What follows belongs to an exercise in optimizing a design on an open flow for small area, a short achievable clock period and few clock cycles; a production flow would make more cautious choices. Function was checked by simulation only, so behaviour that the tests miss may differ from the original.

### design/flow/flow/run.sh
#!/bin/bash
set -euo pipefail
bash standard.sh SETUP_SLACK_MARGIN=6.3 'BUFFER_PORTS_ARGS=-buffer_cell sky130_fd_sc_hd__buf_1' finish > standard_flow.log 2>&1
### design/flow/standard.sh
#!/bin/bash
# synth_recipe.tcl (not shown) runs the flow's synth.tcl, then flattens the netlist and writes it again
# the make line also repeats each setting of config.mk as NAME=value (left out here)
make -C /OpenROAD-flow-scripts/flow DESIGN_CONFIG=/design/flow/config.mk WORK_HOME=/design/flow/orfs CLKGATE_MAP_FILE= SYNTH_SCRIPT=/design/flow/synth_recipe.tcl "${@:-finish}"
### design/flow/config.mk
export PLATFORM = sky130hd
export DESIGN_NAME = fc3_classify
export DESIGN_NICKNAME = fc3_classify
export VERILOG_FILES = /design/flow/design.v
export SDC_FILE = /design/flow/constraint.sdc
export NUM_CORES = 4
export LEC_CHECK = 0
export CAP_MARGIN = 20
export CELL_PAD_IN_SITES_DETAIL_PLACEMENT = 1
export CELL_PAD_IN_SITES_GLOBAL_PLACEMENT = 1
export CORE_MARGIN = 2
export CORE_UTILIZATION = 40
export CTS_BUF_LIST = sky130_fd_sc_hd__clkbuf_4 sky130_fd_sc_hd__clkbuf_8
export SETUP_SLACK_MARGIN = 5
export SLEW_MARGIN = 20
### design/flow/constraint.sdc
create_clock -name core_clock -period 10.0 [get_ports {clk}]
set_input_delay 2.0000 -clock core_clock [delete_from_list [all_inputs] [get_ports {clk}]]
set_output_delay 2.0000 -clock core_clock [all_outputs]
set_load 0.01 [all_outputs]
### design/flow/design.v
module fc3_classify #(
  parameter int N_IN    = 84,
  parameter int N_OUT   = 10,
  parameter int DW      = 16,
  parameter int WW      = 8,
  parameter int ACC_W   = 32,
  parameter int B_SHIFT = 8,
  parameter int RD_LAT  = 2
) (
  input  logic                  clk,
  input  logic                  rst_n,
  input  logic                  start,
  output logic [6:0]            f7_raddr,
  input  logic [DW-1:0]         f7_rdata,
  output logic [6:0]            w_raddr,
  input  logic [N_OUT*WW-1:0]   w_rdata,
  input  logic [N_OUT*16-1:0]   bias,
  output logic                  busy,
  output logic                  done,
  output logic [3:0]            class_out,
  output logic [ACC_W-1:0]      max_score
);
  localparam int AW = 30;
  logic       run_q;
  logic [6:0] addr_q;
  logic [2:0] vld_q;       
  logic       done_q;
  logic [4:0] ptr_q;       
  logic [4:0] cmp_q;       
  logic       start_acc, fetch, ready;
  logic       load_q;      
  logic [N_OUT-1:0] pend_l;
  logic [4:0] settled;
  assign start_acc = start & ~run_q;
  assign fetch     = start_acc | (addr_q != 7'd0);
  for (genvar t = 0; t < 5; t++) begin : g_settled
    assign settled[t] = ~pend_l[2*t] & ~pend_l[2*t+1];
  end
  assign ready     = |(ptr_q & settled);
  always_ff @(posedge clk or negedge rst_n) begin
    if (!rst_n) begin
      run_q  <= 1'b0;
      load_q <= 1'b0;
      addr_q <= '0;
      vld_q  <= '0;
      ptr_q  <= '0;
      cmp_q  <= '0;
      done_q <= 1'b0;
    end else begin
      run_q  <= start_acc | (run_q & ~cmp_q[4]);
      load_q <= start_acc;
      addr_q <= (fetch && addr_q != 7'(N_IN-1)) ? addr_q + 7'd1 : 7'd0;
      vld_q  <= {vld_q[1:0], fetch};
      ptr_q  <= (vld_q[2] & ~vld_q[1]) ? 5'b00001 : (ready ? {ptr_q[3:0], 1'b0} : ptr_q);
      cmp_q  <= ready ? ptr_q : 5'b00000;
      done_q <= cmp_q[4];
    end
  end
  logic [DW-1:0] gx;
  logic [17:0]   gx3, fx3;
  logic [DW-1:0] x_q [2];
  logic [17:0]   x3_q [2];
  assign fx3 = {{2{f7_rdata[DW-1]}}, f7_rdata} + {f7_rdata[DW-1], f7_rdata, 1'b0};
  assign gx  = vld_q[1] ? f7_rdata : '0;
  assign gx3 = vld_q[1] ? fx3 : '0;
  always_ff @(posedge clk) begin
    x_q[0]  <= gx;
    x3_q[0] <= gx3;
    x_q[1]  <= f7_rdata;
    x3_q[1] <= fx3;
  end
  logic [AW-1:0] accn [N_OUT];    
  for (genvar j = 0; j < N_OUT; j++) begin : g_lane
    logic [WW-1:0]   w;
    logic [11:0]     sel_d, sel_q;
    assign w = w_rdata[j*WW +: WW];
    for (genvar i = 0; i < 3; i++) begin : g_dig
      assign sel_d[3*i]   = ~w[2*i+1] &  w[2*i];    
      assign sel_d[3*i+1] =  w[2*i+1] & ~w[2*i];    
      assign sel_d[3*i+2] =  w[2*i+1] &  w[2*i];    
    end
    assign sel_d[9]  = w[6];                        
    assign sel_d[10] = w[7] & ~w[6];                
    assign sel_d[11] = w[7];                        
    if (j < 5) begin : g_gate_neg
      always_ff @(posedge clk) sel_q <= {sel_d[11] & vld_q[1], sel_d[10:0]};
    end else begin : g_gate_all
      always_ff @(posedge clk) sel_q <= sel_d & {12{vld_q[1]}};
    end
    fc3_mac u_mac (
      .clk  (clk),
      .rst_n(rst_n),
      .load (load_q),
      .v    (vld_q[2]),
      .x    (x_q[j / 5]),
      .x3   (x3_q[j / 5]),
      .sel  (sel_q),
      .bias (bias[j*16 +: 16]),
      .accn (accn[j]),
      .pend (pend_l[j])
    );
  end
  localparam logic [AW-1:0] OFFSET = AW'(84 * 85 * (1 << 17));
  function automatic logic gt(input logic [AW-1:0] bn, input logic [AW-1:0] an);
    gt = {~bn[AW-1], bn[AW-2:0]} < {~an[AW-1], an[AW-2:0]};    
  endfunction
  logic [AW-1:0] ca, cb, ca_q, cb_q, scoren_q;
  logic [3:0]    class_q;
  logic [2:0]    step;
  logic          g_ab, g_a, g_b;
  always_comb begin
    ca = '0;
    cb = '0;
    for (int t = 0; t < 5; t++) begin
      ca = ca | (accn[2*t]   & {AW{ptr_q[t]}});
      cb = cb | (accn[2*t+1] & {AW{ptr_q[t]}});
    end
  end
  always_ff @(posedge clk) begin
    ca_q <= ca + OFFSET;
    cb_q <= cb + OFFSET;
  end
  assign step = {cmp_q[4], cmp_q[2] | cmp_q[3], cmp_q[1] | cmp_q[3]};
  assign g_ab = gt(cb_q, ca_q);
  assign g_a  = cmp_q[0] | gt(ca_q, scoren_q);
  assign g_b  = cmp_q[0] | gt(cb_q, scoren_q);
  always_ff @(posedge clk) begin
    if ((|cmp_q) && (g_ab ? g_b : g_a)) begin
      scoren_q <= g_ab ? cb_q : ca_q;
      class_q  <= {step, g_ab};
    end
  end
  assign f7_raddr  = addr_q;
  assign w_raddr   = addr_q;
  assign busy      = run_q;
  assign done      = done_q;
  assign class_out = class_q;
  assign max_score = ~{{(ACC_W-AW){scoren_q[AW-1]}}, scoren_q};
endmodule
module fc3_mac (
  input  logic        clk,
  input  logic        rst_n,
  input  logic        load,      
  input  logic        v,         
  input  logic [15:0] x,
  input  logic [17:0] x3,
  input  logic [11:0] sel,
  input  logic [15:0] bias,
  output logic [29:0] accn,     
  output logic        pend       
);
  logic [29:0] accn_q;
  logic [4:0] cyn_q;
  logic [3:0] tn;
  logic vn;
  assign vn = ~v;
  logic [29:0] ain;    
  logic [29:0] init;
  assign init = {{6{bias[15]}}, bias, 8'b0};
  assign ain = load ? ~init : accn_q;
  logic [17:0] x1, x2;    
  assign x1 = {x[15], x[15], x};
  assign x2 = {x[15], x, 1'b0};
  logic [17:0] qn0, qn1, qn2, m3n, e3n;
  assign qn0 = ~(({18{sel[0]}} & x1) | ({18{sel[1]}} & x2) | ({18{sel[2]}} & x3));
  assign tn[0] = ~(v & qn0[17]);
  assign qn1 = ~(({18{sel[3]}} & x1) | ({18{sel[4]}} & x2) | ({18{sel[5]}} & x3));
  assign tn[1] = ~(v & qn1[17]);
  assign qn2 = ~(({18{sel[6]}} & x1) | ({18{sel[7]}} & x2) | ({18{sel[8]}} & x3));
  assign tn[2] = ~(v & qn2[17]);
  logic neg3n;
  assign neg3n = ~sel[11];
  assign m3n = ~(({18{sel[9]}} & x1) | ({18{sel[10]}} & x2));
  assign e3n = m3n ^ {18{sel[11]}};
  assign tn[3] = ~(v & e3n[17]);
  logic fs0, fc0, fs1, fc1, fs2, fc2, fs3, fc3, fs4, fc4, fs5, fc5, fs6, fc6, fs7, fc7, fs8, fc8, fs9, fc9, fs10, fc10, fs11, fc11, hs0, hc0, hs1, hc1, hs2, hc2, fs12, fc12, fs13, fc13, fs14, fc14, fs15, fc15, fs16, fc16, fs17, fc17, fs18, fc18, fs19, fc19, fs20, fc20, fs21, fc21, fs22, fc22, fs23, fc23, fs24, fc24, fs25, fc25, fs26, fc26, fs27, fc27, hs3, hc3, hs4, hc4, fs28, fc28, fs29, fc29, fs30, fc30, fs31, fc31, fs32, fc32, fs33, fc33, fs34, fc34, fs35, fc35, fs36, fc36, fs37, fc37, fs38, fc38, fs39, fc39, fs40, fc40, fs41, fc41, fs42, fc42, fs43, fc43, fs44, fc44, fs45, fc45, fs46, fc46, fs47, fc47, hs5, hc5;
  fc3_fa u_fa0 (.a(neg3n), .b(qn0[6]), .c(qn1[4]), .s(fs0), .co(fc0));
  fc3_fa u_fa1 (.a(qn0[7]), .b(qn1[5]), .c(qn2[3]), .s(fs1), .co(fc1));
  fc3_fa u_fa2 (.a(qn0[8]), .b(qn1[6]), .c(qn2[4]), .s(fs2), .co(fc2));
  fc3_fa u_fa3 (.a(qn0[9]), .b(qn1[7]), .c(qn2[5]), .s(fs3), .co(fc3));
  fc3_fa u_fa4 (.a(qn0[10]), .b(qn1[8]), .c(qn2[6]), .s(fs4), .co(fc4));
  fc3_fa u_fa5 (.a(qn0[11]), .b(qn1[9]), .c(qn2[7]), .s(fs5), .co(fc5));
  fc3_fa u_fa6 (.a(qn0[12]), .b(qn1[10]), .c(qn2[8]), .s(fs6), .co(fc6));
  fc3_fa u_fa7 (.a(qn0[13]), .b(qn1[11]), .c(qn2[9]), .s(fs7), .co(fc7));
  fc3_fa u_fa8 (.a(qn0[14]), .b(qn1[12]), .c(qn2[10]), .s(fs8), .co(fc8));
  fc3_fa u_fa9 (.a(qn0[15]), .b(qn1[13]), .c(qn2[11]), .s(fs9), .co(fc9));
  fc3_fa u_fa10 (.a(qn0[16]), .b(qn1[14]), .c(qn2[12]), .s(fs10), .co(fc10));
  fc3_fa u_fa11 (.a(qn1[15]), .b(qn2[13]), .c(e3n[11]), .s(fs11), .co(fc11));
  fc3_fa u_ha0 (.a(qn1[16]), .b(qn2[14]), .c(1'b1), .s(hs0), .co(hc0));
  fc3_fa u_ha1 (.a(qn2[15]), .b(e3n[13]), .c(1'b1), .s(hs1), .co(hc1));
  fc3_fa u_ha2 (.a(qn0[4]), .b(qn1[2]), .c(1'b1), .s(hs2), .co(hc2));
  fc3_fa u_fa12 (.a(qn0[5]), .b(qn1[3]), .c(qn2[1]), .s(fs12), .co(fc12));
  fc3_fa u_fa13 (.a(qn2[2]), .b(e3n[0]), .c(fs0), .s(fs13), .co(fc13));
  fc3_fa u_fa14 (.a(e3n[1]), .b(fs1), .c(fc0), .s(fs14), .co(fc14));
  fc3_fa u_fa15 (.a(e3n[2]), .b(fs2), .c(fc1), .s(fs15), .co(fc15));
  fc3_fa u_fa16 (.a(e3n[3]), .b(fs3), .c(fc2), .s(fs16), .co(fc16));
  fc3_fa u_fa17 (.a(e3n[4]), .b(fs4), .c(fc3), .s(fs17), .co(fc17));
  fc3_fa u_fa18 (.a(e3n[5]), .b(fs5), .c(fc4), .s(fs18), .co(fc18));
  fc3_fa u_fa19 (.a(e3n[6]), .b(fs6), .c(fc5), .s(fs19), .co(fc19));
  fc3_fa u_fa20 (.a(e3n[7]), .b(fs7), .c(fc6), .s(fs20), .co(fc20));
  fc3_fa u_fa21 (.a(e3n[8]), .b(fs8), .c(fc7), .s(fs21), .co(fc21));
  fc3_fa u_fa22 (.a(e3n[9]), .b(fs9), .c(fc8), .s(fs22), .co(fc22));
  fc3_fa u_fa23 (.a(e3n[10]), .b(fs10), .c(fc9), .s(fs23), .co(fc23));
  fc3_fa u_fa24 (.a(tn[0]), .b(fs11), .c(fc10), .s(fs24), .co(fc24));
  fc3_fa u_fa25 (.a(e3n[12]), .b(hs0), .c(fc11), .s(fs25), .co(fc25));
  fc3_fa u_fa26 (.a(tn[1]), .b(hs1), .c(hc0), .s(fs26), .co(fc26));
  fc3_fa u_fa27 (.a(qn2[16]), .b(e3n[14]), .c(hc1), .s(fs27), .co(fc27));
  fc3_fa u_ha3 (.a(e3n[15]), .b(tn[2]), .c(1'b1), .s(hs3), .co(hc3));
  fc3_fa u_ha4 (.a(qn0[2]), .b(qn1[0]), .c(1'b1), .s(hs4), .co(hc4));
  fc3_fa u_fa28 (.a(qn0[3]), .b(qn1[1]), .c(ain[3]), .s(fs28), .co(fc28));
  fc3_fa u_fa29 (.a(qn2[0]), .b(hs2), .c(ain[4]), .s(fs29), .co(fc29));
  fc3_fa u_fa30 (.a(hc2), .b(fs12), .c(ain[5]), .s(fs30), .co(fc30));
  fc3_fa u_fa31 (.a(fc12), .b(ain[6]), .c(fs13), .s(fs31), .co(fc31));
  fc3_fa u_fa32 (.a(ain[7]), .b(fs14), .c(fc13), .s(fs32), .co(fc32));
  fc3_fa u_fa33 (.a(ain[8]), .b(fs15), .c(fc14), .s(fs33), .co(fc33));
  fc3_fa u_fa34 (.a(ain[9]), .b(fs16), .c(fc15), .s(fs34), .co(fc34));
  fc3_fa u_fa35 (.a(ain[10]), .b(fs17), .c(fc16), .s(fs35), .co(fc35));
  fc3_fa u_fa36 (.a(ain[11]), .b(fs18), .c(fc17), .s(fs36), .co(fc36));
  fc3_fa u_fa37 (.a(ain[12]), .b(fs19), .c(fc18), .s(fs37), .co(fc37));
  fc3_fa u_fa38 (.a(ain[13]), .b(fs20), .c(fc19), .s(fs38), .co(fc38));
  fc3_fa u_fa39 (.a(ain[14]), .b(fs21), .c(fc20), .s(fs39), .co(fc39));
  fc3_fa u_fa40 (.a(ain[15]), .b(fs22), .c(fc21), .s(fs40), .co(fc40));
  fc3_fa u_fa41 (.a(ain[16]), .b(fs23), .c(fc22), .s(fs41), .co(fc41));
  fc3_fa u_fa42 (.a(ain[17]), .b(fs24), .c(fc23), .s(fs42), .co(fc42));
  fc3_fa u_fa43 (.a(ain[18]), .b(fs25), .c(fc24), .s(fs43), .co(fc43));
  fc3_fa u_fa44 (.a(ain[19]), .b(fs26), .c(fc25), .s(fs44), .co(fc44));
  fc3_fa u_fa45 (.a(ain[20]), .b(fs27), .c(fc26), .s(fs45), .co(fc45));
  fc3_fa u_fa46 (.a(ain[21]), .b(hs3), .c(fc27), .s(fs46), .co(fc46));
  fc3_fa u_fa47 (.a(e3n[16]), .b(ain[22]), .c(hc3), .s(fs47), .co(fc47));
  fc3_fa u_ha5 (.a(tn[3]), .b(ain[23]), .c(1'b1), .s(hs5), .co(hc5));
  logic [29:0] sum;
  logic [4:0] cyn_d;
  logic [6:0] ch0;
  assign ch0 = {1'b0, {fs29, hc4, hs4, qn0[1], qn0[0]}, 1'b1} + {1'b0, {fc28, fs28, ain[2], ain[1], ain[0]}, 1'b1};
  assign sum[4:0] = ch0[5:1];
  assign cyn_d[0] = ch0[6];
  logic [6:0] ch1;
  assign ch1 = {1'b0, {fs34, fs33, fs32, fc30, fs30}, 1'b1} + {1'b0, {fc33, fc32, fc31, fs31, fc29}, cyn_q[0]};
  assign sum[9:5] = ch1[5:1];
  assign cyn_d[1] = ch1[6];
  logic [6:0] ch2;
  assign ch2 = {1'b0, {fs39, fs38, fs37, fs36, fs35}, 1'b1} + {1'b0, {fc38, fc37, fc36, fc35, fc34}, cyn_q[1]};
  assign sum[14:10] = ch2[5:1];
  assign cyn_d[2] = ch2[6];
  logic [6:0] ch3;
  assign ch3 = {1'b0, {fs44, fs43, fs42, fs41, fs40}, 1'b1} + {1'b0, {fc43, fc42, fc41, fc40, fc39}, cyn_q[2]};
  assign sum[19:15] = ch3[5:1];
  assign cyn_d[3] = ch3[6];
  logic [6:0] ch4;
  assign ch4 = {1'b0, {ain[24], hs5, fs47, fs46, fs45}, 1'b1} + {1'b0, {hc5, fc47, fc46, fc45, fc44}, cyn_q[3]};
  assign sum[24:20] = ch4[5:1];
  assign cyn_d[4] = ch4[6];
  logic [6:0] ch5;
  assign ch5 = {1'b0, {ain[29], ain[28], ain[27], ain[26], ain[25]}, 1'b1} + {1'b0, {1'b1, 1'b1, 1'b1, 1'b1, 1'b1}, cyn_q[4]};
  assign sum[29:25] = ch5[5:1];
  always_ff @(posedge clk) accn_q <= sum;
  always_ff @(posedge clk or negedge rst_n) begin
    if (!rst_n) cyn_q <= '1;
    else        cyn_q <= cyn_d;
  end
  assign accn = accn_q;
  assign pend = ~&cyn_q;
endmodule
module fc3_fa (input logic a, b, c, output logic s, co);
  assign s  = a ^ b ^ c;
  assign co = (a & b) | (a & c) | (b & c);
endmodule
==> run summary <==
[Yosys cell counts (all sizes together), types with 13 or more instances]
cell type / instances / share of area (%)
nand2: 267 / 1.8
fa: 531 / 19
o21a: 58 / 0.79
nor2: 210 / 1.4
nand2b: 36 / 0.41
a2bb2oi: 13 / 0.21
o21ai: 189 / 1.7
nand3: 21 / 0.19
o21bai: 60 / 0.82
dfxtp: 544 / 20
nor2b: 84 / 0.96
buf: 52 / 0.51
a21oi: 299 / 2.7
a22oi: 211 / 2.9
mux2: 29 / 0.79
dfstp: 50 / 2.4
or3: 20 / 0.23
nor3b: 18 / 0.25
a21o: 131 / 1.8
xnor2: 369 / 5.9
a222oi: 510 / 9.3
nor3: 23 / 0.21
or2: 36 / 0.42
xor2: 62 / 0.99
dfrtp: 23 / 1.0
inv: 854 / 5.9
and2: 65 / 0.74
ha: 426 / 9.7
edfxtp: 34 / 1.9
nand4: 27 / 0.32
clkbuf: 453 / 3.1
and3: 16 / 0.18
o31ai: 21 / 0.29
[layout make-up]
type,instances,area [um^2]
flip-flops and latches,651,14050
fillers,15200,72000
multi-input cells,3781,37030
repair buffers,540,4223
clock inverters,35,471.7
well taps,1781,2228
diodes,7,17.52
clock buffers,198,2487
inverters,862,3288
[cells in the final DEF, fill, tap and decap left out, types with 27 or more instances in the layout]
cell type,Yosys,routed
or2_2,35,35
dfxtp_2,0,113
and2_1,65,65
edfxtp_1,34,34
nand2_1,267,267
fa_2,0,80
clkbuf_4,0,39
buf_1,37,309
o21ai_0,183,162
dfstp_2,50,50
o21bai_1,60,57
o21ai_1,6,27
a22oi_1,211,207
a21oi_2,0,94
dfxtp_1,544,405
nor2_1,210,205
nor2b_1,84,83
ha_4,0,41
nand2b_1,36,36
a21o_1,131,131
buf_4,9,116
buf_12,3,45
inv_1,852,837
ha_1,426,385
clkbuf_16,0,32
clkbuf_8,0,160
fa_1,531,451
xnor2_1,369,362
mux2_4,29,29
o21a_1,58,58
xor2_1,62,62
a21oi_1,299,201
buf_6,0,32
a222oi_1,510,510
[state kept, by name, indices dropped and copies added (netlist names)]
register / cells
class_q: 4
g_lane.sel_q: 120
g_lane.u_mac.accn_q: 300
scoren_q: 30
vld_q: 3
x_q: 31
cb_q: 30
x3_q: 33
run_q: 1
done_q: 1
cmp_q: 5
load_q: 1
ptr_q: 5
addr_q: 7
g_lane.u_mac.cyn_q: 50
ca_q: 30
[worst max-delay path by stage]
stage	startpoint	to	slack, ns	cells past startpoint
6_report	x_q[1][14]	g_lane[7].u_mac.accn_q[19]	6.18	11
5_1_grt	x_q[1][11]	g_lane[7].u_mac.accn_q[19]	6.06	11
4_1_cts	x_q[1][15]	g_lane[7].u_mac.accn_q[19]	6.24	11
3_5_place_dp	g_lane[8].sel_q[11]	g_lane[8].u_mac.cyn_q[4]	5.66	11
3_3_place_gp	g_lane[8].sel_q[11]	g_lane[8].u_mac.accn_q[24]	5.69	11
2_1_floorplan	bias[28]	g_lane[1].u_mac.cyn_q[4]	6.30	8
[cell families after synthesis]
family	count (synthesis)	synth area share [%]
xor+xnor	431	6.885
flops	651	25.17
compound gates	1521	21.04
simple gates	837	7.367
mux	35	0.9038
buf+inv	1367	9.521
fa+ha+maj	957	29.11
[metal layers]
metal | routed length (um) | vias up
li1 | - | 20610
met1 | 96740 | 24800
met2 | 110200 | 3232
met3 | 32180 | 795
met4 | 15620 | 16
met5 | 120 | -
[through the flow]
stage / setup slack, ns / cells
finish: 6.178 / 7855
global route: 6.061 / 7851
CTS: 6.240 / 7720
detailed placement: 5.663 / 7469
global placement: 5.692 / 7469
floorplan: 6.301 / 5799
[repair_timing]
action | CTS | global route
gates resized for setup | 264 | 270
pin swaps | 104 | 367
setup buffers | 15 | 80
endpoints found under the setup margin | 162 | 101
gates cloned | 3 | 48
hold buffers | 0 | 0
==> results.py <==
metrics = {
    "run": {
        "max_cap_viol_count": 0,
    },
    "drt": {
        "drc_errors": 0,
        "via_per_inst": 6.296,
        "drtIter0Drc": 8134,
        "antenna_left": 0,
        "drt_pre_antenna_iters": 14,
        "vias": 49460,
        "post_drt_wl_per_cell_um": 32.44,
        "totalWireLength_mm": 254.8,
    },
    "yosys": {
        "yosys_warnings": 7,
        "syn_area_mm2": 0.05482,
        "synth_ff_type": "dfxtp_1",
        "seq_area_frac_synth_pct": 25.17,
        "syn-instance-count": 5799,
        "async_flop_share_pct": 11.21,
        "synth_fp_nets": 7015,
        "avgSynthCellArea_um2": 9.454,
        "synth_cell_type_count": 63,
        "synth-edff-count": 34,
        "yosys_register_bits": 651,
    },
    "clock_tree": {
        "clockBufferDepth": 3,
        "clockRootBuffer": "clkbuf_8",
        "path_clk_slew_ns": 0.06,
        "cts_tree": "done",
        "clock-sinks": 651,
        "numCtsBuffers": 131,
        "h-tree-depth": 4,
        "clk_latency_ns": 0.91,
    },
    "timing": {
        "hold_violations": 0,
        "slew_headroom_pct": 27.36,
        "setup_viol": 0,
        "tightestPinTransition_ns": 1.081,
        "grt_setup_unrepaired": "yes",
        "period_share_pct": 38.22,
        "fin_crit_ns": 3.822,
        "clock_skew_ns": 0.05121,
        "setup_tns_ns": 0,
        "hold_ws_ns": 0.3545,
        "fmax_mhz": 261.6,
        "finalMaxSlewViolations": 0,
    },
    "min_path": {
        "min_path_type": "register to register",
        "hold_path_end": "vld_q[1]",
        "worstHoldStart": "vld_q[0]",
        "min_path_cells": 0,
    },
    "critical_path": {
        "critPathMaxStageDelay_ns": 0.62,
        "r2r_end": "g_lane[7].u_mac.accn_q[19]",
        "cp_max_fo": 40,
        "path_buf_inv": 1,
        "worstSetupPathType": "register to register",
        "cp-start-kind": "register",
        "path_cells": "buf_12 -> a222oi_1 -> fa_1 -> fa_1 -> fa_1 -> ha_1 -> a21o_1 -> a21oi_2 -> o21bai_1 -> a21oi_1 -> xnor2_1",
        "r2r_slack_ns": 6.18,
        "timing.rr.start": "x_q[1][14]",
        "worst_path_max_delay_cell": "fa_1",
        "crit_family": "adder cells",
        "cp-end-kind": "register",
        "r2r_cells": 11,
        "crit_path_frequent_cell": "fa_1",
        "required_ns": 10.75,
        "cp_data_arrival_time_ns": 4.57,
    },
    "die": {
        "die_x_um": 374.2,
        "initial_utilization_pct": 40.37,
        "core-area_mm2": 0.1358,
        "boundaryPins": 311,
        "row_count": 135,
        "die_area_mm2": 0.1400,
        "fp.dieH_um": 374.2,
    },
    "finish": {
        "drive_gt1_share_pct": 16.43,
        "fin_util_pct": 46.98,
        "nNetsFinal": 7183,
        "area_growth_pct": 16.38,
        "design_area_mm2": 0.06380,
    },
    "grt": {
        "antenna_found_initial": 24,
        "gr-max-usage-layer": "met2",
        "grt-ovfl-total": 0,
        "grt_pass1_vias": 49510,
        "met3_usage_pct": 9.245,
        "grtUsageMet2_pct": 51.54,
        "grt_pass1_wl_mm": 339.1,
        "grt_max_degree": 168,
        "grtUsageMet1_pct": 42.37,
        "track_usage_pct": 32.80,
    },
    "place": {
        "gp_congestion": 0.9170,
        "portBuffers": 310,
        "dp_hpwl_mm": 172.2,
        "postPlaceCellArea_mm2": 0.05698,
    },
    "run_status": {
        "status": "complete, no violations",
    },
}
Testbench counts, summed over its fixed seeds: cycles 18,062.

[afterwards: timing with drivers on the ports]
The results above use ideal ports. As a check the final layout listed here was re-extracted and re-timed, cells and wires unchanged. Step 1 sets driving cells, clkbuf_16 on the clock port and buf_2 on the other inputs (assumed; they add their load-dependent delay and slew). Step 2 adds t to the input delays and takes it off the output delays; t is the mean of the earliest and latest rising clock arrival at the registers after step 1. Input paths then give back, and output paths get back, about the clock's delay inside the block. Three values: ideal ports, drivers, drivers and shift; two values: the first two.
t (ns): 0.963
setup slack, ns: 6.178 / 6.178 / 5.756
cell pins on the clock port's net: 1
After both steps this run still meets setup and hold. For this run, drivers alone change the setup slack by 0.000 ns; drivers and shift together by -0.422 ns.
